Source: an optimization exercise on an open RTL-to-GDS flow (aim: small area, a short achievable clock period and few clock cycles per item). Production flows keep margins and buffers that such runs may drop. Function was checked by simulation only, so behaviour that the tests miss may differ from the original.

**design/flow/design.v**
```verilog
package goc_pkg;
  localparam int unsigned AW = 31;   
  localparam int unsigned BW = 31;   
  localparam logic [15:0] MinIntervalReset = 16'd200;
  localparam logic [3:0] TiltRatioReset = 4'd3;
  localparam logic [17*8-1:0] BWidth = {
    8'd17, 8'd18, 8'd19, 8'd20, 8'd21, 8'd22, 8'd23, 8'd24,
    8'd25, 8'd26, 8'd27, 8'd28, 8'd28, 8'd29, 8'd30, 8'd31, 8'd31
  };
  typedef enum logic [2:0] {
    ORIENT_ROT0    = 3'd0,
    ORIENT_ROT90   = 3'd1,
    ORIENT_ROT180  = 3'd2,
    ORIENT_ROT270  = 3'd3,
    ORIENT_INVALID = 3'd4
  } orient_e;
endpackage
import goc_pkg::*;
module goc_cordic_cell
#(
  parameter int unsigned Step = 1,
  parameter int unsigned BWI = 31,
  parameter int unsigned BWO = 30
) (
  input  logic                  clk_i,
  input  logic [AW-1:0]         a_i,
  input  logic signed [BW-1:0]  b_i,
  input  logic [15:0]           sig_i,
  output logic [AW-1:0]         a_o,
  output logic signed [BW-1:0]  b_o,
  output logic [15:0]           sig_o
);
  logic signed [BWI-1:0] b;
  logic signed [AW:0]    a_s, da, a_n;
  logic signed [BWI-1:0] db, b_n;
  logic                  pos;
  logic [AW-1:0]         a_q;
  logic signed [BWO-1:0] b_q;
  logic [Step:0]         sig_q;
  always_comb begin
    b   = b_i[BWI-1:0];
    pos = !b[BWI-1];
    a_s = $signed({1'b0, a_i});
    da  = (AW+1)'(b >>> Step);
    db  = BWI'(a_s >>> Step);
    if (pos) begin
      a_n = a_s + da;
      b_n = b - db;
    end else begin
      a_n = a_s - da;
      b_n = b + db;
    end
  end
  always_ff @(posedge clk_i) begin
    a_q   <= a_n[AW-1:0];
    b_q   <= b_n[BWO-1:0];
    sig_q <= {pos, sig_i[Step-1:0]};
  end
  assign a_o   = a_q;
  assign b_o   = BW'(b_q);
  assign sig_o = 16'(sig_q);
endmodule
import goc_pkg::*;
module goc_tilt
(
  input  logic               clk_i,
  input  logic signed [15:0] x_i,
  input  logic signed [15:0] y_i,
  input  logic signed [15:0] z_i,
  input  logic        [3:0]  ratio_i,
  output logic               flat_o
);
  logic signed [31:0] xx_d, yy_d, zz_d;
  logic [30:0] xx_q, yy_q, zz_q, zz2_q;
  logic [31:0] horiz_q;
  logic [35:0] scaled;
  logic flat_q;
  always_comb begin
    xx_d = x_i * x_i;
    yy_d = y_i * y_i;
    zz_d = z_i * z_i;
    scaled = {4'b0, horiz_q} * {32'b0, ratio_i};
  end
  always_ff @(posedge clk_i) begin
    xx_q <= xx_d[30:0];
    yy_q <= yy_d[30:0];
    zz_q <= zz_d[30:0];
    horiz_q <= {1'b0, xx_q} + {1'b0, yy_q};
    zz2_q <= zz_q;
    flat_q <= scaled < {5'b0, zz2_q};
  end
  assign flat_o = flat_q;
endmodule
import goc_pkg::*;
module gravity_orientation_classifier_top
#(
  parameter int unsigned FifoDepth = 16
) (
  input  logic               clk_i,
  input  logic               rst_ni,
  input  logic               psel,
  input  logic               penable,
  input  logic               pwrite,
  input  logic        [2:0]  paddr,
  input  logic        [31:0] pwdata,
  output logic        [31:0] prdata,
  output logic               pready,
  input  logic               in_valid_i,
  output logic               in_ready_o,
  input  logic signed [15:0] gravity_x_i,
  input  logic signed [15:0] gravity_y_i,
  input  logic signed [15:0] gravity_z_i,
  input  logic        [31:0] time_ms_i,
  input  logic               is_gravity_type_i,
  output logic               out_valid_o,
  input  logic               out_ready_i,
  output logic        [2:0]  orientation_o,
  output logic signed [9:0]  angle_deg_o,
  output logic               is_flat_o
);
  localparam int unsigned NCell = 14;         
  localparam int unsigned CW = 5;                
  localparam logic [22:0] HalfSum = 23'd3272908;    
  localparam logic signed [24:0] RoundK = -25'sd6513049;   
  function automatic logic [22:0] atan_sum0(input logic [3:0] s);
    case (s)
      4'd0: atan_sum0 = 23'd0;
      4'd1: atan_sum0 = 23'd2949120;
      4'd2: atan_sum0 = 23'd1740967;
      4'd3: atan_sum0 = 23'd4690087;
      4'd4: atan_sum0 = 23'd919879;
      4'd5: atan_sum0 = 23'd3868999;
      4'd6: atan_sum0 = 23'd2660846;
      4'd7: atan_sum0 = 23'd5609966;
      4'd8: atan_sum0 = 23'd466945;
      4'd9: atan_sum0 = 23'd3416065;
      4'd10: atan_sum0 = 23'd2207912;
      4'd11: atan_sum0 = 23'd5157032;
      4'd12: atan_sum0 = 23'd1386824;
      4'd13: atan_sum0 = 23'd4335944;
      4'd14: atan_sum0 = 23'd3127791;
      4'd15: atan_sum0 = 23'd6076911;
      default: atan_sum0 = '0;
    endcase
  endfunction
  function automatic logic [18:0] atan_sum1(input logic [3:0] s);
    case (s)
      4'd0: atan_sum1 = 19'd0;
      4'd1: atan_sum1 = 19'd234379;
      4'd2: atan_sum1 = 19'd117304;
      4'd3: atan_sum1 = 19'd351683;
      4'd4: atan_sum1 = 19'd58666;
      4'd5: atan_sum1 = 19'd293045;
      4'd6: atan_sum1 = 19'd175970;
      4'd7: atan_sum1 = 19'd410349;
      4'd8: atan_sum1 = 19'd29335;
      4'd9: atan_sum1 = 19'd263714;
      4'd10: atan_sum1 = 19'd146639;
      4'd11: atan_sum1 = 19'd381018;
      4'd12: atan_sum1 = 19'd88001;
      4'd13: atan_sum1 = 19'd322380;
      4'd14: atan_sum1 = 19'd205305;
      4'd15: atan_sum1 = 19'd439684;
      default: atan_sum1 = '0;
    endcase
  endfunction
  function automatic logic [14:0] atan_sum2(input logic [3:0] s);
    case (s)
      4'd0: atan_sum2 = 15'd0;
      4'd1: atan_sum2 = 15'd14668;
      4'd2: atan_sum2 = 15'd7334;
      4'd3: atan_sum2 = 15'd22002;
      4'd4: atan_sum2 = 15'd3667;
      4'd5: atan_sum2 = 15'd18335;
      4'd6: atan_sum2 = 15'd11001;
      4'd7: atan_sum2 = 15'd25669;
      4'd8: atan_sum2 = 15'd1833;
      4'd9: atan_sum2 = 15'd16501;
      4'd10: atan_sum2 = 15'd9167;
      4'd11: atan_sum2 = 15'd23835;
      4'd12: atan_sum2 = 15'd5500;
      4'd13: atan_sum2 = 15'd20168;
      4'd14: atan_sum2 = 15'd12834;
      4'd15: atan_sum2 = 15'd27502;
      default: atan_sum2 = '0;
    endcase
  endfunction
  function automatic logic [10:0] atan_sum3(input logic [3:0] s);
    case (s)
      4'd0: atan_sum3 = 11'd0;
      4'd1: atan_sum3 = 11'd917;
      4'd2: atan_sum3 = 11'd458;
      4'd3: atan_sum3 = 11'd1375;
      4'd4: atan_sum3 = 11'd229;
      4'd5: atan_sum3 = 11'd1146;
      4'd6: atan_sum3 = 11'd687;
      4'd7: atan_sum3 = 11'd1604;
      4'd8: atan_sum3 = 11'd115;
      4'd9: atan_sum3 = 11'd1032;
      4'd10: atan_sum3 = 11'd573;
      4'd11: atan_sum3 = 11'd1490;
      4'd12: atan_sum3 = 11'd344;
      4'd13: atan_sum3 = 11'd1261;
      4'd14: atan_sum3 = 11'd802;
      4'd15: atan_sum3 = 11'd1719;
      default: atan_sum3 = '0;
    endcase
  endfunction
  logic [15:0] min_q;
  logic [3:0]  ratio_q;
  logic        cfg_wr;
  assign pready = 1'b1;
  assign cfg_wr = psel && penable && pwrite;
  assign prdata = paddr[2] ? {28'b0, ratio_q} : {16'b0, min_q};
  always_ff @(posedge clk_i or negedge rst_ni) begin
    if (!rst_ni) begin
      min_q   <= MinIntervalReset;
      ratio_q <= TiltRatioReset;
    end else if (cfg_wr) begin
      if (paddr[2]) ratio_q <= pwdata[3:0];
      else          min_q   <= pwdata[15:0];
    end
  end
  logic               in_rdy_q, v0_q;
  logic signed [15:0] x0_q, y0_q, z0_q;
  logic        [31:0] t0_q;
  logic               g0_q;
  logic               in_acc;
  assign in_ready_o = in_rdy_q;
  assign in_acc = in_valid_i && in_rdy_q;
  always_ff @(posedge clk_i) begin
    x0_q <= gravity_x_i;
    y0_q <= gravity_y_i;
    z0_q <= gravity_z_i;
    t0_q <= time_ms_i;
    g0_q <= is_gravity_type_i;
  end
  logic [31:0] last_q;
  logic        pass, take, drop;
  logic [16:0] ax, ay;
  logic        xpos, sig0;
  logic [1:0]  base_d;    
  logic        zero_d;
  logic [16:0] a1;
  logic signed [16:0] b1;
  assign pass = (t0_q - last_q) >= {16'b0, min_q};
  assign take = v0_q && pass && g0_q;
  assign drop = v0_q && !take;
  always_comb begin
    ax = x0_q[15] ? 17'(-{x0_q[15], x0_q}) : {1'b0, x0_q};
    ay = y0_q[15] ? 17'(-{y0_q[15], y0_q}) : {1'b0, y0_q};
    xpos = !x0_q[15] && (x0_q != 16'sd0);
    sig0 = xpos ? (y0_q[15] || (y0_q == 16'sd0)) : !y0_q[15];
    base_d = xpos ? (y0_q[15] ? 2'b10 : 2'b01) : 2'b00;
    zero_d = (x0_q == 16'sd0) && (y0_q == 16'sd0);
    a1 = ax + ay;
    b1 = sig0 ? $signed(ay - ax) : $signed(ax - ay);
  end
  logic [AW-1:0]        a_p [NCell+1];
  logic signed [BW-1:0] b_p [NCell+1];
  logic [15:0]          s_p [NCell+1];
  logic [1:0]           base_p [NCell+1];
  logic                 zero_p [NCell+1];
  logic                 flat_p [NCell+1];
  logic [NCell:0]       v_p;
  logic                 flat_t;
  always_ff @(posedge clk_i) begin
    a_p[0]    <= {a1, 14'b0};
    b_p[0]    <= BW'($signed({b1, 14'b0}));
    s_p[0]    <= {15'b0, sig0};
    base_p[0] <= base_d;
    zero_p[0] <= zero_d;
  end
  goc_tilt u_tilt (
    .clk_i   (clk_i),
    .x_i     (x0_q),
    .y_i     (y0_q),
    .z_i     (z0_q),
    .ratio_i (ratio_q),
    .flat_o  (flat_t)
  );
  for (genvar k = 1; k <= NCell; k++) begin : g_cell
    goc_cordic_cell #(
      .Step (k),
      .BWI  (BWidth[k*8 +: 8]),
      .BWO  (BWidth[(k+1)*8 +: 8])
    ) u_cell (
      .clk_i (clk_i),
      .a_i   (a_p[k-1]),
      .b_i   (b_p[k-1]),
      .sig_i (s_p[k-1]),
      .a_o   (a_p[k]),
      .b_o   (b_p[k]),
      .sig_o (s_p[k])
    );
  end
  always_ff @(posedge clk_i) begin
    for (int k = 1; k <= NCell; k++) begin
      base_p[k] <= base_p[k-1];
      zero_p[k] <= zero_p[k-1];
      flat_p[k] <= (k == 3) ? flat_t : flat_p[k-1];
    end
  end
  assign flat_p[0] = 1'b0;
  logic [15:0] sig_all;
  logic [22:0] u_q;
  logic [1:0]  base_e;
  logic        zero_e, flat_e, v_e1, v_e2;
  assign sig_all = {!b_p[NCell][BW-1], s_p[NCell][14:0]};
  always_ff @(posedge clk_i) begin
    u_q <= atan_sum0(sig_all[3:0]) + 23'(atan_sum1(sig_all[7:4]))
         + 23'(atan_sum2(sig_all[11:8])) + 23'(atan_sum3(sig_all[15:12]));
    base_e <= base_p[NCell];
    zero_e <= zero_p[NCell];
    flat_e <= flat_p[NCell];
  end
  logic               c_rnd;
  logic signed [24:0] zr;
  logic signed [8:0]  w;
  logic signed [10:0] d_raw, d;
  logic [2:0]         orient;
  logic [12:0]        word;    
  always_comb begin
    c_rnd = base_e[0] || (!base_e[1] && (u_q >= HalfSum));
    zr = $signed({1'b0, u_q, 1'b0}) + RoundK + 25'(c_rnd);
    w = zr[24:16];
    d_raw = 11'sd90 - 11'(w) - (base_e[0] ? 11'sd180 : 11'sd0) + (base_e[1] ? 11'sd180 : 11'sd0);
    if (zero_e) d_raw = 11'sd270;
    d = d_raw;
    if (d_raw < 0) d = d_raw + 11'sd360;
    else if (d_raw >= 11'sd360) d = d_raw - 11'sd360;
    if (d <= 11'sd30 || d >= 11'sd330) orient = ORIENT_ROT0;
    else if (d >= 11'sd60 && d <= 11'sd120) orient = ORIENT_ROT90;
    else if (d >= 11'sd150 && d <= 11'sd210) orient = ORIENT_ROT180;
    else if (d >= 11'sd240 && d <= 11'sd300) orient = ORIENT_ROT270;
    else orient = ORIENT_INVALID;
    if (flat_e) word = {ORIENT_INVALID, 10'h3FF};
    else        word = {orient, d[9:0]};
  end
  logic [CW-1:0] cred_q, cred_d;
  logic          pop;
  always_comb begin
    cred_d = cred_q + CW'(in_acc) - CW'(drop) - CW'(pop);
  end
  always_ff @(posedge clk_i or negedge rst_ni) begin
    if (!rst_ni) begin
      v0_q     <= 1'b0;
      v_p      <= '0;
      v_e1     <= 1'b0;
      v_e2     <= 1'b0;
      last_q   <= '0;
      cred_q   <= '0;
      in_rdy_q <= 1'b1;
    end else begin
      v0_q     <= in_acc;
      v_p      <= {v_p[NCell-1:0], take};
      v_e1     <= v_p[NCell];
      v_e2     <= v_e1;
      if (v0_q && pass) last_q <= t0_q;
      cred_q   <= cred_d;
      in_rdy_q <= cred_d < CW'(FifoDepth);
    end
  end
  logic [FifoDepth:0]    fv_q;
  logic [12:0]           fd_q [FifoDepth];
  logic                  push;
  assign push = v_e1;    
  assign pop = fv_q[0] && out_ready_i;
  always_ff @(posedge clk_i or negedge rst_ni) begin
    if (!rst_ni) begin
      fv_q <= '0;
    end else begin
      for (int j = 0; j < FifoDepth; j++) begin
        if (pop) fv_q[j] <= push ? fv_q[j] : fv_q[j+1];
        else     fv_q[j] <= fv_q[j] || (push && (j == 0 || fv_q[j-1]));
      end
      fv_q[FifoDepth] <= 1'b0;
    end
  end
  always_ff @(posedge clk_i) begin
    for (int j = 0; j < FifoDepth; j++) begin
      if (push && (pop ? (fv_q[j] && !fv_q[j+1])
                       : (!fv_q[j] && (j == 0 || fv_q[j-1])))) begin
        fd_q[j] <= word;
      end else if (pop && j + 1 < FifoDepth) begin
        fd_q[j] <= fd_q[j+1];
      end
    end
  end
  assign out_valid_o   = fv_q[0];
  assign orientation_o = fd_q[0][12:10];
  assign angle_deg_o   = fd_q[0][9:0];
  assign is_flat_o     = fd_q[0][9];
endmodule
```
**design/flow/config.mk**
```make
export PLATFORM = sky130hd
export DESIGN_NAME = gravity_orientation_classifier_top
export DESIGN_NICKNAME = gravity_orientation_classifier_top
export VERILOG_FILES = /design/flow/design.v
export SDC_FILE = /design/flow/constraint.sdc
export NUM_CORES = 4
export LEC_CHECK = 0
export CAP_MARGIN = 20
export CORE_MARGIN = 2
export CORE_UTILIZATION = 40
export SLEW_MARGIN = 20
```
**design/flow/constraint.sdc**
```tcl
create_clock -name core_clock -period 10.0 [get_ports {clk_i}]
set_input_delay 2.0000 -clock core_clock [delete_from_list [all_inputs] [get_ports {clk_i}]]
set_output_delay 2.0000 -clock core_clock [all_outputs]
set_load 0.01 [all_outputs]
```
**design/flow/run.sh**
```bash
#!/bin/bash
# synth_recipe.tcl (not shown) runs the flow's synth.tcl, then flattens the netlist and writes it again
# the make line also repeats each setting of config.mk as NAME=value (left out here)
make -C /OpenROAD-flow-scripts/flow DESIGN_CONFIG=/design/flow/config.mk WORK_HOME=/design/flow/orfs CLKGATE_MAP_FILE= SYNTH_SCRIPT=/design/flow/synth_recipe.tcl finish
```
==> summary.txt <==
-- routing by layer --
layer / vias up / global-route usage
li1: 41250 / -
met1: 39064 / 0.239
met2: 1217 / 0.305
met3: 341 / 0.0215
met4: 2 / 0.0486
met5: - / 0
-- cell families after synthesis --
family	after synthesis	share of synthesized area
and+or+nand+nor	3263	0.138
AOI/OAI and AO/OA	2432	0.134
adders and majority gates	2021	0.280
buffers and inverters	1716	0.0582
DFF	1441	0.280
xor gates and xnor gates	1234	0.0964
muxes	133	0.0132
other	2	0.0000670
-- through the flow --
step / cell area, µm² / setup slack, ns / std cells
6_report: 123000 / 2.06 / 16182
3_3_place_gp: 117000 / 1.88 / 15874
4_1_cts: 123000 / 1.65 / 16181
2_1_floorplan: 112000 / 2.97 / 12257
5_1_grt: 123000 / 1.34 / 16182
3_5_place_dp: 117000 / 1.70 / 15874
-- synthesized netlist by cell type, types with 32 or more instances --
cell,number
o21ai_0,618
a21o_1,216
o211ai_1,39
nand3_1,181
xor2_1,398
nor2_1,972
clkbuf_1,256
nand2_1,859
or3_1,66
o21a_1,138
dfrtp_1,85
nor2b_1,170
dfxtp_1,1142
a21oi_1,797
nand2b_1,122
nor4_1,53
inv_1,1400
mux2i_1,44
nor3_1,324
or2_2,44
and2_1,211
edfxtp_1,208
and3_1,95
o21bai_1,129
a31oi_1,88
nor3b_1,36
a211oi_1,67
mux2_2,77
xnor2_1,836
ha_1,1207
fa_1,814
o31ai_1,32
o41ai_1,35
-- worst max-delay path, cell delays in order (launching register included) --
cell and delay, ns:
dfxtp_1 0.30, nor4_1 0.48, o21ai_0 0.21, a2111oi_0 0.48, o21a_1 0.22, nor2b_1 0.08, a21oi_1 0.20, nor2b_1 0.23
nand2b_1 0.11, xnor2_1 0.18, fa_1 0.44, ha_1 0.30, ha_1 0.38, o21ai_1 0.42, o21ai_1 0.14, or2_1 0.30
or4_1 0.48, or4_4 0.56, o21a_1 0.22, a211oi_1 0.38, a221oi_4 0.12, o31ai_1 0.39, a32oi_1 0.24, a211oi_4 0.65
mux2_2 0.29
-- flip-flops by register name (all words and copies together), names as in the netlist, 15 cells and up, named ones only --
| register | count |
|---|---|
| zero_p | 15 |
| u_tilt.xx_q | 30 |
| a_p | 17 |
| v_p | 15 |
| x0_q | 16 |
| last_q | 32 |
| fv_q | 16 |
| g_cell.u_cell.a_q | 350 |
| u_tilt.zz_q | 30 |
| u_tilt.yy_q | 30 |
| g_cell.u_cell.b_q | 286 |
| y0_q | 16 |
| base_p | 30 |
| b_p | 16 |
| min_q | 16 |
| t0_q | 32 |
| u_tilt.zz2_q | 30 |
| u_q | 23 |
| g_cell.u_cell.sig_q | 110 |
| fd_q | 208 |
| z0_q | 16 |
| u_tilt.horiz_q | 32 |
-- path summary, 6_finish.rpt --
check / from / endpoint / slack, ns
min: base_p[2][0] / base_p[3][0] / 0.25
min in group asynchronous: rst_ni / cred_q[4] / 1.13
max reg2reg: u_q[11] / fd_q[1][11] / 2.06
max in group asynchronous: rst_ni / min_q[1] / 7.72
min reg2reg: base_p[2][0] / base_p[3][0] / 0.25
max: u_q[11] / fd_q[1][11] / 2.06
-- cell type report --
class                      instances  area (µm²)  share of cell area
clock buffer                     207        4670              0.0379
sequential                      1441       31400               0.255
antenna                            1        2.50           0.0000203
tap                             3724        4660              0.0378
multi-input combinational       9100       74300               0.603
clock inverter                   100        1140             0.00929
timing repair buffer             197        1820              0.0147
inverter                        1412        5300              0.0430
==> impl_metrics.env <==
export IMPL_synthTopCellsByArea="dfxtp_1 20%, fa_1 15%, ha_1 13%, xnor2_1 6.5%, edfxtp_1 5.6%"
export IMPL_worstRegToRegCells=24
export IMPL_maxCapViolCount=0
export IMPL_dp_hpwl_um=204000
export IMPL_critPathMaxFanout=16
export IMPL_synthToLayoutAreaGrowth_pct=9.97
export IMPL_firstDrtPassIters=6
export IMPL_worst_hold_path_type="flip-flop to flip-flop"
export IMPL_clk_transition_reported_paths_ns=0.06
export IMPL_cts_root_buf="clkbuf_16"
export IMPL_endpoint_kind="flip-flop"
export IMPL_top_layer="met5"
export IMPL_final_nets=14464
export IMPL_insertion_delay_ns=0.85
export IMPL_gr_total_overflow=0
export IMPL_ys_types=104
export IMPL_cts_setup_buffers=0
export IMPL_max_clock_freq_mhz=126
export IMPL_synthFlopType="dfxtp_1"
export IMPL_io_buffers=136
export IMPL_yosys_area_top_type="dfxtp_1"
export IMPL_wl_met3_um=9330
export IMPL_slew_violations=0
export IMPL_syn_avg_cell_area_um2=9.16
export IMPL_wire_per_inst_um=15.9
export IMPL_cts_tree="yes"
export IMPL_relSlewSlack=0.326
export IMPL_worstHoldPathCells=0
export IMPL_ctsResizeCount=0
export IMPL_yosysSeqAreaShare=0.280
export IMPL_first_global_vias=80734
export IMPL_synthCells=12242
export IMPL_critPathKind="flip-flop to flip-flop"
export IMPL_die_height_um=533
export IMPL_yosys_area_top_type_share=0.204
export IMPL_finalCriticalPeriod_ns=7.94
export IMPL_num_io_pins=172
export IMPL_fp_dieW_um=533
export IMPL_antenna_found_initial=7
export IMPL_worstPathRequired_ns=10.72
export IMPL_drtIter0Drc=4593
export IMPL_dieArea_mm2=0.284
export IMPL_ys_ff_latch=1441
export IMPL_cts_sinks=1441
export IMPL_synth_edf_count=208
export IMPL_setup_tns_ns=0
export IMPL_vias=81874
export IMPL_hold_buffers=0
export IMPL_initial_core_util=0.402
export IMPL_h_tree_depth=4
export IMPL_ys_warn_count=78
export IMPL_gr_usage_all_layers=0.179
export IMPL_drcViolationCount=0
export IMPL_cp_arrival_ns=8.66
export IMPL_status="finished clean"
export IMPL_routed_wl_um=257000
export IMPL_fin_util=0.442
export IMPL_layout_common_cells="1400 x inv_1, 1207 x ha_1, 1142 x dfxtp_1"
export IMPL_drive_gt1_frac=0.0422
export IMPL_ant_nets=0
export IMPL_hold_ws_ns=0.250
export IMPL_skew_ns=0.0769
export IMPL_cts_made_buffers=168
export IMPL_finalCritPeriodShare=0.794
export IMPL_rsz0062_at_grt="no"
export IMPL_setup_viol=0
export IMPL_gp_congestion=0.875
export IMPL_clock_path_buffers=4
export IMPL_start_kind="flip-flop"
export IMPL_syn_cell_area_mm2=0.112
export IMPL_grt_start_max_net_pins=53
export IMPL_tightest_slew_ns=1.01
export IMPL_via_per_inst=5.06
export IMPL_core_area_mm2=0.279
export IMPL_hold_viol=0
export IMPL_num_fill_cells=27307
export IMPL_ys_async_sr_fraction=0.0632
export IMPL_rows=194
export IMPL_wl_met1_um=117000
export IMPL_final_common_cell="inv_1"
export IMPL_dr_wl_met2_um=123000
export IMPL_grt_pass1_wl_um=421000
Testbench counts, summed over its fixed seeds: cycles 2,726, items 1,797.

[separate check: timing with driven ports]
In the flow no input, the clock included, has a driving cell. The finished layout below was timed again as built, in two steps. Step 1 sets driving cells, clkbuf_16 on the clock port and buf_2 on the other inputs (assumed; they add their load-dependent delay and slew). Step 2, shift: input delay + t, output delay - t, t = (earliest + latest rising clock arrival at the registers) / 2. This alone moves slack from input paths to output paths. Three values: ideal ports, drivers, drivers and shift; two values: the first two.
t (ns): 0.902
slack for setup (ns): 2.057 / 2.057 / 2.057
hold slack, ns: 0.250 / 0.250 / 0.250
slew at the worst register clock pin (ns): 0.08 / 0.08
worst slew at a driven data input, ns: 0.17
After both steps this run still meets setup and hold. For this run, drivers alone change the setup slack by 0.000 ns; drivers and shift together by 0.000 ns.
